What follows belongs to an exercise in optimizing a design on an open flow for small area; a production flow would make more cautious choices.
Only simulation tests tie the RTL to the original design; equivalence was not proved.
Power figures rest on the tool's default switching activity, not on a simulated workload.

$ cat design/flow/design.v
`default_nettype none
package rram_isa_pkg;
    localparam int INSTR_W      = 4;
    localparam int OPCODE_W     = 16;
    localparam int INSTR_WORD_W = INSTR_W + OPCODE_W;    
    typedef enum logic [INSTR_W-1:0] {
        INSTR_STORE_RRAM      = 4'd4,
        INSTR_READ_RRAM       = 4'd5,
        INSTR_HAM_SEG_COMPUTE = 4'd7
    } instr_code_t;
    typedef struct packed {
        logic [2:0] burst;       
        logic [2:0] col_base;    
        logic [9:0] row_addr;
    } access_op_t;
    typedef struct packed {
        logic [6:0] rsvd;
        logic       rd_en;       
        logic       acc_clear;   
        logic [3:0] col_burst;   
        logic [2:0] row_seg;
    } compute_op_t;
    typedef union packed {
        access_op_t  access;
        compute_op_t compute;
    } opcode_u;
endpackage
`default_nettype wire
`default_nettype none
package xbar_pkg;
    typedef enum logic [2:0] {
        CMD_NOP,
        CMD_WRITE_WEIGHTS,
        CMD_PROGRAM,
        CMD_READ_CELL,
        CMD_READ_ADC_OUT,
        CMD_WRITE_INPUTS,
        CMD_COMPUTE,
        CMD_READ_PHD
    } xbar_cmd_t;
    localparam logic [2:0] DRV_REF     = 3'b100;
    localparam logic [2:0] DRV_READ_BL = 3'b001;
    localparam logic [2:0] DRV_FLOAT   = 3'b000;
    localparam int ADC_W       = 4;
    localparam int ADC_THERM_W = 15;
    localparam int PHD_ACC_W   = 16;
    localparam int DEF_NUM_WL       = 64;
    localparam int DEF_NUM_SL       = 64;
    localparam int DEF_NUM_ADC      = 4;
    localparam int DEF_DATA_W       = 16;
    localparam int DEF_WRITE_PULSES = 4;
endpackage
`default_nettype wire
`timescale 1ns/1ps
`default_nettype none
module rram_ctrl_top #(
    parameter int NUM_WL       = xbar_pkg::DEF_NUM_WL,
    parameter int NUM_SL       = xbar_pkg::DEF_NUM_SL,
    parameter int NUM_ADC      = xbar_pkg::DEF_NUM_ADC,
    parameter int DATA_W       = xbar_pkg::DEF_DATA_W,
    parameter int WRITE_PULSES = xbar_pkg::DEF_WRITE_PULSES
) (
    input  logic                                     CLK,
    input  logic                                     RESET_ACC,
    input  logic [rram_isa_pkg::INSTR_WORD_W-1:0]    instr_dout,    
    input  logic                                     instr_empty,
    output logic                                     instr_pop_n,
    input  logic [DATA_W-1:0]                        data_dout,     
    input  logic                                     data_empty,
    output logic                                     data_pop_n,
    input  logic                                     out_full,      
    output logic                                     out_push_n,
    output logic [DATA_W-1:0]                        out_din,
    output logic [NUM_WL-1:0]                        wl_sel,        
    output logic                                     wl_bias_sel,
    output logic [NUM_SL*3-1:0]                      bl_sel,
    output logic [NUM_SL*3-1:0]                      sl_sel,
    output logic [NUM_SL-1:0]                        sl_mux_sel,
    output logic [2:0]                               bl_bias_sel,
    output logic                                     sl_bias_sel,
    input  logic [NUM_ADC*xbar_pkg::ADC_THERM_W-1:0] adc_therm
);
    localparam logic [2:0] S_INIT    = 3'b000;
    localparam logic [2:0] S_IDLE    = 3'b001;
    localparam logic [2:0] S_LOAD    = 3'b010;
    localparam logic [2:0] S_STORE   = 3'b011;
    localparam logic [2:0] S_PHD     = 3'b100;
    localparam logic [2:0] S_RDOUT   = 3'b101;
    localparam logic [2:0] S_COMPUTE = 3'b110;
    localparam logic [2:0] S_RDCELL  = 3'b111;
    logic [2:0]  state;
    logic [6:0]  op;       
    logic [3:0]  cnt;      
    logic [2:0]  ptr;
    logic [2:0]  rem;
    logic [63:0] bank_l, bank_h;
    logic [15:0] dq;       
    logic [15:0] acc [4];
    logic [3:0]  code [4];
    logic [3:0] new_code;
    assign new_code = instr_dout[19:16];
    logic st_idle, st_store, st_load, st_rdcell, st_compute, st_rdout, st_phd;
    assign st_idle    = (state == S_IDLE);
    assign st_store   = (state == S_STORE);
    assign st_load    = (state == S_LOAD);
    assign st_rdcell  = (state == S_RDCELL);
    assign st_compute = (state == S_COMPUTE);
    assign st_rdout   = (state == S_RDOUT);
    assign st_phd     = (state == S_PHD);
    logic instr_pop, data_pop, out_push, prog, rc, last;
    assign instr_pop = st_idle && !instr_empty;
    assign data_pop  = ((st_store && !cnt[3]) || st_load) && !data_empty;
    assign out_push  = (st_rdout || st_phd) && !out_full;
    assign prog      = st_store && cnt[3];
    assign rc        = st_rdcell || st_compute;
    assign last      = (rem == 3'd0);
    assign instr_pop_n = !instr_pop;
    assign data_pop_n  = !data_pop;
    assign out_push_n  = !out_push;
    always_ff @(posedge CLK) begin
        if (RESET_ACC) begin
            state <= S_INIT;
        end else begin
            case (state)
                S_INIT: state <= S_IDLE;
                S_IDLE: begin
                    if (!instr_empty) begin
                        case (new_code)
                            4'd4:    state <= S_STORE;
                            4'd5:    state <= S_RDCELL;
                            4'd7:    state <= instr_dout[8] ? S_PHD : S_LOAD;
                            default: state <= S_IDLE;
                        endcase
                    end
                end
                S_STORE:   if (cnt == 4'd15 && last) state <= S_IDLE;
                S_RDCELL:  if (cnt == 4'd15) state <= S_RDOUT;
                S_RDOUT:   if (!out_full && last) state <= S_IDLE;
                S_LOAD:    if (!data_empty) state <= S_COMPUTE;
                S_COMPUTE: if (cnt == op[6:3]) state <= S_IDLE;
                S_PHD:     if (!out_full && cnt[1:0] == 2'd3) state <= S_IDLE;
                default:   state <= S_IDLE;
            endcase
        end
    end
    always_ff @(posedge CLK) begin
        if (st_idle) begin
            cnt <= 4'd0;
            op  <= instr_dout[6:0];
            ptr <= instr_dout[12:10];
            rem <= instr_dout[15:13];
        end else begin
            if (st_store && !cnt[3]) begin
                if (!data_empty) cnt <= 4'd8;
            end else if (st_store || rc || (st_phd && !out_full)) begin
                cnt <= cnt + 4'd1;
            end
            if ((st_store && cnt == 4'd15) || (st_rdout && !out_full)) begin
                ptr <= ptr + 3'd1;
                rem <= rem - 3'd1;
            end
        end
    end
    function automatic logic [1:0] fa(input logic x, input logic y, input logic z);
        fa = {(x & y) | (x & z) | (y & z), x ^ y ^ z};
    endfunction
    always_comb begin
        for (int a = 0; a < 4; a++) begin
            logic [14:0] t;
            logic [1:0]  f0, f1, f2, f3, f4, g0, g1, h0, h1, h2, k0;
            t  = adc_therm[15 * a +: 15];
            f0 = fa(t[0], t[1], t[2]);
            f1 = fa(t[3], t[4], t[5]);
            f2 = fa(t[6], t[7], t[8]);
            f3 = fa(t[9], t[10], t[11]);
            f4 = fa(t[12], t[13], t[14]);
            g0 = fa(f0[0], f1[0], f2[0]);
            g1 = fa(f3[0], f4[0], g0[0]);              
            h0 = fa(f0[1], f1[1], f2[1]);
            h1 = fa(f3[1], f4[1], g0[1]);
            h2 = fa(g1[1], h0[0], h1[0]);              
            k0 = fa(h0[1], h1[1], h2[1]);              
            code[a] = {k0, h2[0], g1[0]};
        end
    end
    logic [3:0] in_l, in_h;
    assign in_l = ({1'b0, cnt[3:2]} < ptr) ? code[2] : code[0];
    assign in_h = ({1'b1, cnt[3:2]} < ptr) ? code[3] : code[1];
    always_ff @(posedge CLK) begin
        if (st_rdcell) begin
            bank_l <= {in_l, bank_l[63:4]};
            bank_h <= {in_h, bank_h[63:4]};
        end else if (data_pop) begin
            bank_l[63:48] <= data_dout;
        end
    end
    assign dq = bank_l[63:48];
    logic clear;
    assign clear = instr_pop && new_code == 4'd7 && instr_dout[7] && !instr_dout[8];
    logic [15:0] acc_sum [4];
    always_comb begin
        for (int a = 0; a < 4; a++) begin
            logic [3:0] add;
            logic       c;
            add = code[a] & {4{st_compute}};
            c   = 1'b0;
            for (int b = 0; b < 16; b++) begin
                if (b < 4) begin
                    acc_sum[a][b] = acc[a][b] ^ add[b] ^ c;
                    c = (acc[a][b] & add[b]) | (acc[a][b] & c) | (add[b] & c);
                end else begin
                    acc_sum[a][b] = acc[a][b] ^ c;
                    c = acc[a][b] & c;
                end
            end
        end
    end
    always_ff @(posedge CLK) begin
        for (int a = 0; a < 4; a++) begin
            acc[a] <= (RESET_ACC || clear) ? 16'd0 : acc_sum[a];
        end
    end
    always_comb begin
        out_din = 16'd0;
        for (int w = 0; w < 4; w++) begin
            out_din = out_din
                    | ({16{state[0] && !ptr[2] && ptr[1:0] == 2'(w)}} & bank_l[16 * w +: 16])
                    | ({16{state[0] &&  ptr[2] && ptr[1:0] == 2'(w)}} & bank_h[16 * w +: 16])
                    | ({16{!state[0] && cnt[1:0] == 2'(w)}} & acc[w]);
        end
    end
    logic rowsel;
    assign rowsel      = prog || st_rdcell;
    assign wl_bias_sel = prog;
    always_comb begin
        for (int k = 0; k < 64; k++) begin
            wl_sel[k] = (rowsel && op[5:0] == 6'(k))
                     || (st_compute && op[0] == k[5] && (dq[(k >> 1) & 15] ^ k[0]));
        end
    end
    logic [15:0] x;
    logic [3:0]  gsel;
    logic [15:0] rsel;
    assign x = dq ^ {16{cnt[2]}};    
    always_comb begin
        for (int g = 0; g < 4; g++) gsel[g] = prog && ptr[1:0] == 2'(g);
        for (int b = 0; b < 16; b++) rsel[b] = rc && cnt == 4'(b);
        for (int i = 0; i < 64; i++) begin
            bl_sel[3 * i + 2] = !(gsel[i / 16] || rsel[i % 16]);
            bl_sel[3 * i + 1] = gsel[i / 16] && !x[i % 16];
            bl_sel[3 * i + 0] = !(bl_sel[3 * i + 2] || bl_sel[3 * i + 1]);
            sl_sel[3 * i + 2] = bl_sel[3 * i + 2];
            sl_sel[3 * i + 1] = gsel[i / 16] && x[i % 16];
            sl_sel[3 * i + 0] = bl_sel[3 * i + 1];
            sl_mux_sel[i]     = rsel[i % 16];
        end
    end
    assign bl_bias_sel = {3{prog}};
    assign sl_bias_sel = prog;
endmodule
`default_nettype wire
$ cat design/flow/flow/area.abc
strash
dc2
&get -n
&st
&dch
&nf -R 1000
&st
&dch
&nf -R 1000
&put
dnsize
$ cat design/flow/standard.sh
#!/bin/bash
# synth_recipe.tcl (not shown) runs the flow's synth.tcl, then flattens the netlist and writes it again
# the make line also repeats each setting of config.mk as NAME=value (left out here)
make -C /OpenROAD-flow-scripts/flow DESIGN_CONFIG=/design/flow/config.mk WORK_HOME=/design/flow/orfs CLKGATE_MAP_FILE= SYNTH_SCRIPT=/design/flow/synth_recipe.tcl "${@:-finish}"
$ cat design/flow/config.mk
export PLATFORM = sky130hd
export DESIGN_NAME = rram_ctrl_top
export DESIGN_NICKNAME = rram_ctrl_top
export VERILOG_FILES = /design/flow/design.v
export SDC_FILE = /design/flow/constraint.sdc
export NUM_CORES = 4
export LEC_CHECK = 0
export CAP_MARGIN = 20
export CORE_AREA = 50 50 230 200
export DIE_AREA = 0 0 280 250
export PLACE_DENSITY = 0.65
export SLEW_MARGIN = 20
$ cat design/flow/flow/run.sh
#!/bin/bash
# The standard layout (standard.sh) with three changes:
#  - after the standard synthesis, reopt.tcl re-maps its combinational logic
#    with an area-oriented ABC script (registers untouched), and the flow
#    goes on from that netlist
#  - each port is buffered by the smallest buffer, sky130_fd_sc_hd__buf_1,
#    instead of the one buffer_ports picks itself
#  - clock tree built from clkbuf_8 buffers, each driving a cluster of up to
#    14 registers, without dummy loads
set -euo pipefail
export BUFFER_PORTS_ARGS="-buffer_cell sky130_fd_sc_hd__buf_1"
export CTS_ARGS="-sink_clustering_enable -repair_clock_nets -dont_use_dummy_load -buf_list sky130_fd_sc_hd__clkbuf_8 -root_buf sky130_fd_sc_hd__clkbuf_8 -sink_clustering_size 14 -sink_clustering_max_diameter 60"
W=$PWD
R=$W/orfs/results/$FLOW_PLATFORM/rram_ctrl_top/base
YOSYS=$FLOW_HOME/../tools/install/yosys/bin/yosys
[[ -x $YOSYS ]] || YOSYS=yosys

bash standard.sh synth > standard_synth.log 2>&1
cp $R/1_2_yosys.v $W/standard_synth_netlist.v
RO_LIB=$FLOW_HOME/platforms/$FLOW_PLATFORM/lib/sky130_fd_sc_hd__tt_025C_1v80.lib \
RO_NET=$W/standard_synth_netlist.v RO_TOP=$FLOW_TOP RO_ABC=$W/flow/area.abc \
RO_STAT=$W/reopt_stat.txt RO_OUT=$R/1_2_yosys.v \
  $YOSYS -c $W/flow/reopt.tcl > reopt_yosys.log 2>&1
bash standard.sh > standard_flow.log 2>&1
$ cat design/flow/constraint.sdc
create_clock -name core_clock -period 10.0 [get_ports {CLK}]
set_input_delay 2.0000 -clock core_clock [delete_from_list [all_inputs] [get_ports {CLK}]]
set_output_delay 2.0000 -clock core_clock [all_outputs]
set_load 0.01 [all_outputs]
$ cat design/flow/flow/reopt.tcl
# Re-map the combinational logic of the standard synthesis netlist with an
# area-oriented ABC script (area.abc). Registers (the *df* cells), full and
# half adders and tie cells are kept as instances, with their names.
yosys -import
set lib $::env(RO_LIB)
read_liberty -ignore_miss_func $lib
read_verilog $::env(RO_NET)
hierarchy -top $::env(RO_TOP)
setattr -mod -set keep_hierarchy 1 sky130_fd_sc_hd__*df* sky130_fd_sc_hd__fa_* sky130_fd_sc_hd__ha_* sky130_fd_sc_hd__conb_*
flatten
opt_clean -purge
# The platform's don't-use cells
set dont_use {}
foreach c {sky130_fd_sc_hd__probe_p_8 sky130_fd_sc_hd__probec_p_8 sky130_fd_sc_hd__lpflow_bleeder_1 sky130_fd_sc_hd__lpflow_clkbufkapwr_1 sky130_fd_sc_hd__lpflow_clkbufkapwr_16 sky130_fd_sc_hd__lpflow_clkbufkapwr_2 sky130_fd_sc_hd__lpflow_clkbufkapwr_4 sky130_fd_sc_hd__lpflow_clkbufkapwr_8 sky130_fd_sc_hd__lpflow_clkinvkapwr_1 sky130_fd_sc_hd__lpflow_clkinvkapwr_16 sky130_fd_sc_hd__lpflow_clkinvkapwr_2 sky130_fd_sc_hd__lpflow_clkinvkapwr_4 sky130_fd_sc_hd__lpflow_clkinvkapwr_8 sky130_fd_sc_hd__lpflow_decapkapwr_12 sky130_fd_sc_hd__lpflow_decapkapwr_3 sky130_fd_sc_hd__lpflow_decapkapwr_4 sky130_fd_sc_hd__lpflow_decapkapwr_6 sky130_fd_sc_hd__lpflow_decapkapwr_8 sky130_fd_sc_hd__lpflow_inputiso0n_1 sky130_fd_sc_hd__lpflow_inputiso0p_1 sky130_fd_sc_hd__lpflow_inputiso1n_1 sky130_fd_sc_hd__lpflow_inputiso1p_1 sky130_fd_sc_hd__lpflow_inputisolatch_1 sky130_fd_sc_hd__lpflow_isobufsrc_1 sky130_fd_sc_hd__lpflow_isobufsrc_16 sky130_fd_sc_hd__lpflow_isobufsrc_2 sky130_fd_sc_hd__lpflow_isobufsrc_4 sky130_fd_sc_hd__lpflow_isobufsrc_8 sky130_fd_sc_hd__lpflow_isobufsrckapwr_16 sky130_fd_sc_hd__lpflow_lsbuf_lh_hl_isowell_tap_1 sky130_fd_sc_hd__lpflow_lsbuf_lh_hl_isowell_tap_2 sky130_fd_sc_hd__lpflow_lsbuf_lh_hl_isowell_tap_4 sky130_fd_sc_hd__lpflow_lsbuf_lh_isowell_4 sky130_fd_sc_hd__lpflow_lsbuf_lh_isowell_tap_1 sky130_fd_sc_hd__lpflow_lsbuf_lh_isowell_tap_2 sky130_fd_sc_hd__lpflow_lsbuf_lh_isowell_tap_4 } { lappend dont_use -dont_use $c }
abc -liberty $lib {*}$dont_use -script $::env(RO_ABC)
opt_clean -purge
setundef -zero
hilomap -singleton -hicell sky130_fd_sc_hd__conb_1 HI -locell sky130_fd_sc_hd__conb_1 LO
insbuf -buf sky130_fd_sc_hd__buf_4 A X
splitnets
opt_clean -purge
blackbox sky130_fd_sc_hd__*
tee -o $::env(RO_STAT) stat -liberty $lib
write_verilog -noattr -nohex -nodec $::env(RO_OUT)
==> results.yml, run 1 <==
power:
  clkPwrFrac: 0.165
  powerDensity_mw_per_mm2: 174
  p_int_w: 0.00152
  swShare: 0.430
  switchingPower_w: 0.00115
  combPwrFrac: 0.407
  leakage_nw: 5.71
  seqPwrFrac: 0.428
  ir_worst_vdd_mv: 0.139
cells_and_area:
  register_area_mm2: 0.00566
  multiInputGateArea_mm2: 0.00616
  drive_gt1_frac: 0.0223
  fin_cells: 2262
  nets: 2102
  area_growth_pct: 14.4
  fillers: 2455
  final_core_util: 0.583
  mostFrequentLayoutCell: "buf_1"
  final_cell_mix: "buf_1 (635), nor2_1 (333), edfxtp_1 (141)"
route:
  drc: 0
  detail_route.wl_per_cell_um: 39.8
  finalWirelength_mm: 90.1
  ant_nets: 0
  viasPerCell: 5.84
  vias: 13200
  drt_iter0_drc: 1818
  dr.pass1.iters: 8
run:
  maxCapViolations: 0
yosys:
  synth_nets: 1607
  syn_area_mm2: 0.0135
  syn_inst: 1391
  avgSynthCellArea_um2: 9.67
  yosys_warnings: 4
worst_setup_path:
  reg2reg_depth: 20
  rrSetupSlack_ps: 4200
  cp.required_ps: 10410
  cp-start-kind: "primary input"
  critPathCaptureType: "register"
  cp_max_fo: 2
  arrival_ps: 7940
  crit_type: "in2reg"
clock_tree:
  clock_latency_ps: 520
  cts_buffer_depth: 3
  postCtsResizedCells: 0
  postCtsSetupBuffers: 0
  clock_sinks: 212
  clk_pin_slew_ps: 90
  cts_root_buf: "clkbuf_8"
  cts_tree: "built"
  holdBufCountCts: 0
  numCtsBuffers: 19
  h-tree-depth: 1
floorplan:
  core-area_mm2: 0.0264
  fp.dieH_um: 250
  dieArea_mm2: 0.0700
  start_util: 0.509
  num_rows: 54
  ioPinCount: 637
  die_x_um: 280
run_status:
  outcome: "timing/DRC/antenna clean"
timing:
  drv_slew: 0
  finalSetupViolations: 0
  clock_skew_ps: 43.0
  layout_setup_ws_ps: 2470
  rsz0062_at_grt: "false"
  relSlewSlack: 0.285
  fin_tns_setup_ps: 0
  fmax_ghz: 0.133
  fin_crit_ps: 7530
  worst_slew_pin_slew_ps: 1070
  period_share: 0.753
  finalHoldViolCount: 0
  hold_ws_ps: 418
min_path:
  whs_path_depth: 0
  hp-class: "reg2reg"
grt:
  grt_pass1_vias: 12400
  grtUsageTotal: 0.222
  grt_max_degree: 86
  antenna_found_initial: 51
  grt_pass1_wl_mm: 117
  overflow: 0
place:
  gp_congestion: 1.05
  dp_slack_ps: 1910
  port_buffers: 635
  dpl.hpwl_mm: 78.5
  dp.cells: 2229
## per-stage QoR
step	total power (W)	area (um2)
2_1_floorplan	0.00177	13500
3_3_place_gp	0.00223	15100
3_5_place_dp	0.00224	15100
4_1_cts	0.00268	15400
5_1_grt	0.00282	15400
6_report	0.00267	15400
## state kept, by name, indices dropped and copies added, names as in the netlist
signal,flops
bank_l,64
bank_h,64
op,7
rem,3
cnt,4
state,3
ptr,3
acc,64
## cell type report
cell class	instances	area share
flip-flops and latches	212	0.368
well taps	364	0.0296
clock buffers	19	0.0170
multi-input cells	921	0.400
inverters	78	0.0192
diodes	14	0.00228
repair buffers	654	0.164
## routing by layer
| metal | global-route usage | vias to the layer above | wire length [um] |
|---|---|---|---|
| met3 | 0.186 | 187 | 17200 |
| li1 | - | 5644 | - |
| met2 | 0.352 | 963 | 40800 |
| met4 | 0.0427 | 76 | 1990 |
| met5 | 0 | - | 479 |
| met1 | 0.220 | 6336 | 29600 |
## path summary, 6_finish.rpt
path,from,end
hold reg to reg,bank_h[25],bank_h[21]
setup reg to reg,state[0],acc[0][15]
hold / removal,bank_h[25],bank_h[21]
setup / recovery,adc_therm[0],acc[0][15]
## power by group through the flow
| stage | sequential [W] | clock [W] | combinational (W) |
|---|---|---|---|
| 5_1_grt | 0.00115 | 0.000480 | 0.00119 |
| 3_3_place_gp | 0.00116 | 0 | 0.00107 |
| 2_1_floorplan | 0.00112 | 0 | 0.000650 |
| 3_5_place_dp | 0.00116 | 0 | 0.00108 |
| 4_1_cts | 0.00114 | 0.000450 | 0.00109 |
| 6_report | 0.00114 | 0.000443 | 0.00109 |
## critical path, stage by stage
cell	delay, ps
buf_1	120
fa_1	550
clkinv_1	70
fa_1	470
fa_1	440
clkinv_1	60
fa_1	440
and3_1	210
fa_1	410
fa_1	420
fa_1	390
ha_1	200
ha_1	190
ha_1	180
ha_1	180
ha_1	190
ha_1	200
ha_1	190
ha_1	190
ha_1	190
ha_1	180
ha_1	190
xor2_1	130
and2_0	140
==> run 2, diff against run 1 <==
--- a/design/flow/design.v
+++ b/design/flow/design.v
@@ -163,5 +163,5 @@
     end
     function automatic logic [1:0] fa(input logic x, input logic y, input logic z);
-        fa = {(x & y) | (x & z) | (y & z), x ^ y ^ z};
+        fa = 2'(x) + 2'(y) + 2'(z);
     endfunction
     always_comb begin
--- a/design/flow/flow/run.sh
+++ b/design/flow/flow/run.sh
@@ -6,9 +6,9 @@
 #  - each port is buffered by the smallest buffer, sky130_fd_sc_hd__buf_1,
 #    instead of the one buffer_ports picks itself
-#  - clock tree built from clkbuf_8 buffers, each driving a cluster of up to
-#    14 registers, without dummy loads
+#  - clock tree built from clkbuf_4 buffers, each driving a cluster of up to
+#    10 registers, without dummy loads
 set -euo pipefail
 export BUFFER_PORTS_ARGS="-buffer_cell sky130_fd_sc_hd__buf_1"
-export CTS_ARGS="-sink_clustering_enable -repair_clock_nets -dont_use_dummy_load -buf_list sky130_fd_sc_hd__clkbuf_8 -root_buf sky130_fd_sc_hd__clkbuf_8 -sink_clustering_size 14 -sink_clustering_max_diameter 60"
+export CTS_ARGS="-sink_clustering_enable -repair_clock_nets -dont_use_dummy_load -buf_list sky130_fd_sc_hd__clkbuf_4 -root_buf sky130_fd_sc_hd__clkbuf_4 -sink_clustering_size 10 -sink_clustering_max_diameter 50"
 W=$PWD
 R=$W/orfs/results/$FLOW_PLATFORM/rram_ctrl_top/base
==> results.yml, run 2 <==
clock_tree:
  clk_pin_slew_ps: 100
  postCtsResizedCells: 0
  h-tree-depth: 1
  numCtsBuffers: 26
  clock_latency_ps: 660
  clock_sinks: 212
  postCtsSetupBuffers: 0
  holdBufCountCts: 0
  cts_tree: "built"
  cts_root_buf: "clkbuf_4"
  cts_buffer_depth: 3
grt:
  grt_max_degree: 77
  grt_pass1_wl_mm: 120
  grt_pass1_vias: 12600
  grtUsageTotal: 0.227
  antenna_found_initial: 50
  overflow: 0
yosys:
  yosys_warnings: 4
  syn_area_mm2: 0.0134
  syn_inst: 1367
  synth_nets: 1583
  avgSynthCellArea_um2: 9.79
worst_setup_path:
  r2r_start: "state[1]"
  reg2reg_depth: 20
  crit_type: "in2reg"
  arrival_ps: 8080
  cp_max_fo: 2
  crit_start: "adc_therm[0]"
  rrSetupSlack_ps: 4770
  cp.required_ps: 10560
  cp-start-kind: "primary input"
  timing.rr.end: "acc[0][15]"
  critPathCaptureType: "register"
floorplan:
  num_rows: 54
  die_x_um: 280
  dieArea_mm2: 0.0700
  ioPinCount: 637
  start_util: 0.507
  core-area_mm2: 0.0264
  fp.dieH_um: 250
power:
  seqPwrFrac: 0.424
  leakage_nw: 5.65
  switchingPower_w: 0.00115
  power_w: 0.00262
  combPwrFrac: 0.428
  clkPwrFrac: 0.148
  p_int_w: 0.00147
  swShare: 0.439
  powerDensity_mw_per_mm2: 171
  ir_worst_vdd_mv: 0.150
timing:
  finalSetupViolations: 0
  drv_slew: 0
  hold_ws_ps: 439
  rsz0062_at_grt: "false"
  period_share: 0.753
  fmax_ghz: 0.133
  worst_slew_pin_slew_ps: 1110
  fin_crit_ps: 7530
  clock_skew_ps: 60.4
  fin_tns_setup_ps: 0
  finalHoldViolCount: 0
  relSlewSlack: 0.259
run:
  maxCapViolations: 0
cells_and_area:
  final_core_util: 0.578
  final_cell_mix: "buf_1 (635), nor2_1 (331), edfxtp_1 (141)"
  multiInputGateArea_mm2: 0.00622
  area_growth_pct: 14.1
  mostFrequentLayoutCell: "buf_1"
  register_area_mm2: 0.00566
  nets: 2086
  fillers: 2468
  drive_gt1_frac: 0.0268
  largestRegisters: "acc: 64 flops, bank_h: 64 flops, bank_l: 64 flops"
route:
  detail_route.wl_per_cell_um: 40.8
  vias: 13200
  dr.pass1.iters: 9
  viasPerCell: 5.88
  drc: 0
  ant_nets: 0
  finalWirelength_mm: 91.7
  drt_iter0_drc: 1938
min_path:
  whs_path_depth: 0
  hp-class: "reg2reg"
  hold_path.startpoint: "bank_h[35]"
  min_to: "bank_h[31]"
run_status:
  outcome: "timing/DRC/antenna clean"
place:
  port_buffers: 635
  gp_congestion: 1.02
  dpl.hpwl_mm: 80.3
## run 2: power groups by stage
stage	Sequential [W]	Clock [W]	Combinational [W]
2_1_floorplan	0.00111	0	0.000647
3_3_place_gp	0.00112	0	0.00110
3_5_place_dp	0.00113	0	0.00112
4_1_cts	0.00111	0.000397	0.00112
5_1_grt	0.00112	0.000429	0.00123
6_report	0.00111	0.000387	0.00112
## run 2: final cells by class
type,instances,area share
Antenna cell,14,0.00229
Clock buffer,26,0.0128
Inverter,47,0.0117
Multi-Input combinational cell,928,0.407
Sequential cell,212,0.370
Tap cell,364,0.0298
Timing Repair Buffer,655,0.166
## run 2: critical path, stage by stage
cell,delay [ps]
buf_1,110
fa_1,550
clkinv_1,90
fa_1,540
clkinv_1,80
fa_1,420
fa_1,520
and2_0,190
fa_1,430
fa_1,400
fa_1,420
ha_1,200
ha_1,180
ha_1,180
ha_1,180
ha_1,190
ha_1,190
ha_1,190
ha_1,190
ha_1,180
ha_1,180
ha_1,190
xor2_1,130
and2_0,140
## run 2: worst max-delay path by stage
| stage | endpoint | slack (ps) | cells after the start |
|---|---|---|---|
| 2_1_floorplan | acc[2][15] | 2260 | 23 |
| 3_3_place_gp | acc[0][15] | 1830 | 24 |
| 3_5_place_dp | acc[0][15] | 1760 | 24 |
| 4_1_cts | acc[0][15] | 2470 | 24 |
| 5_1_grt | acc[1][15] | 2260 | 24 |
| 6_report | acc[0][15] | 2470 | 24 |
## run 2: metrics by stage
| step | area, um2 | std cells | setup slack [ps] |
|---|---|---|---|
| CTS | 15200 | 2232 | 2470 |
| global placement | 15000 | 2205 | 1830 |
| detailed placement | 15000 | 2206 | 1760 |
| floorplan | 13400 | 1367 | 2260 |
| global route | 15300 | 2241 | 2260 |
| finish | 15300 | 2246 | 2470 |
## run 2: layer usage
layer,track usage,vias up,share of wire
li1,-,5614,-
met1,0.230,6414,0.34
met2,0.350,919,0.44
met3,0.188,185,0.19
met4,0.0512,72,0.024
met5,0,-,0.0050

[what the ideal ports hide]
The results above use ideal ports. As a check the final layouts listed here were re-extracted and re-timed, cells and wires unchanged.
Step 1, drivers: a clkbuf_16 drives CLK and a buf_2 each remaining input, both assumed.
Step 2 times the ports against the registers' clock, not the clock port: input delays grow and output delays shrink by t, the midpoint of the rising clock arrivals with the driver on.
Slacks: ideal ports / drivers / drivers and shift; pairs: ideal ports / drivers.
run	t (ns)	setup WS [ns]	worst setup path after step 2	latest minus earliest clock arrival (ns)	cell pins on the clock port's net
run 1	0.552	2.473 / 2.477 / 1.925	input to register	0.045 / 0.044	1
run 2	0.679	2.473 / 2.470 / 1.791	input to register	0.060 / 0.060	1
After both steps setup and hold are still met in every run listed. For run 2, which loses most, drivers alone change the setup slack by -0.003 ns; drivers and shift together by -0.682 ns.
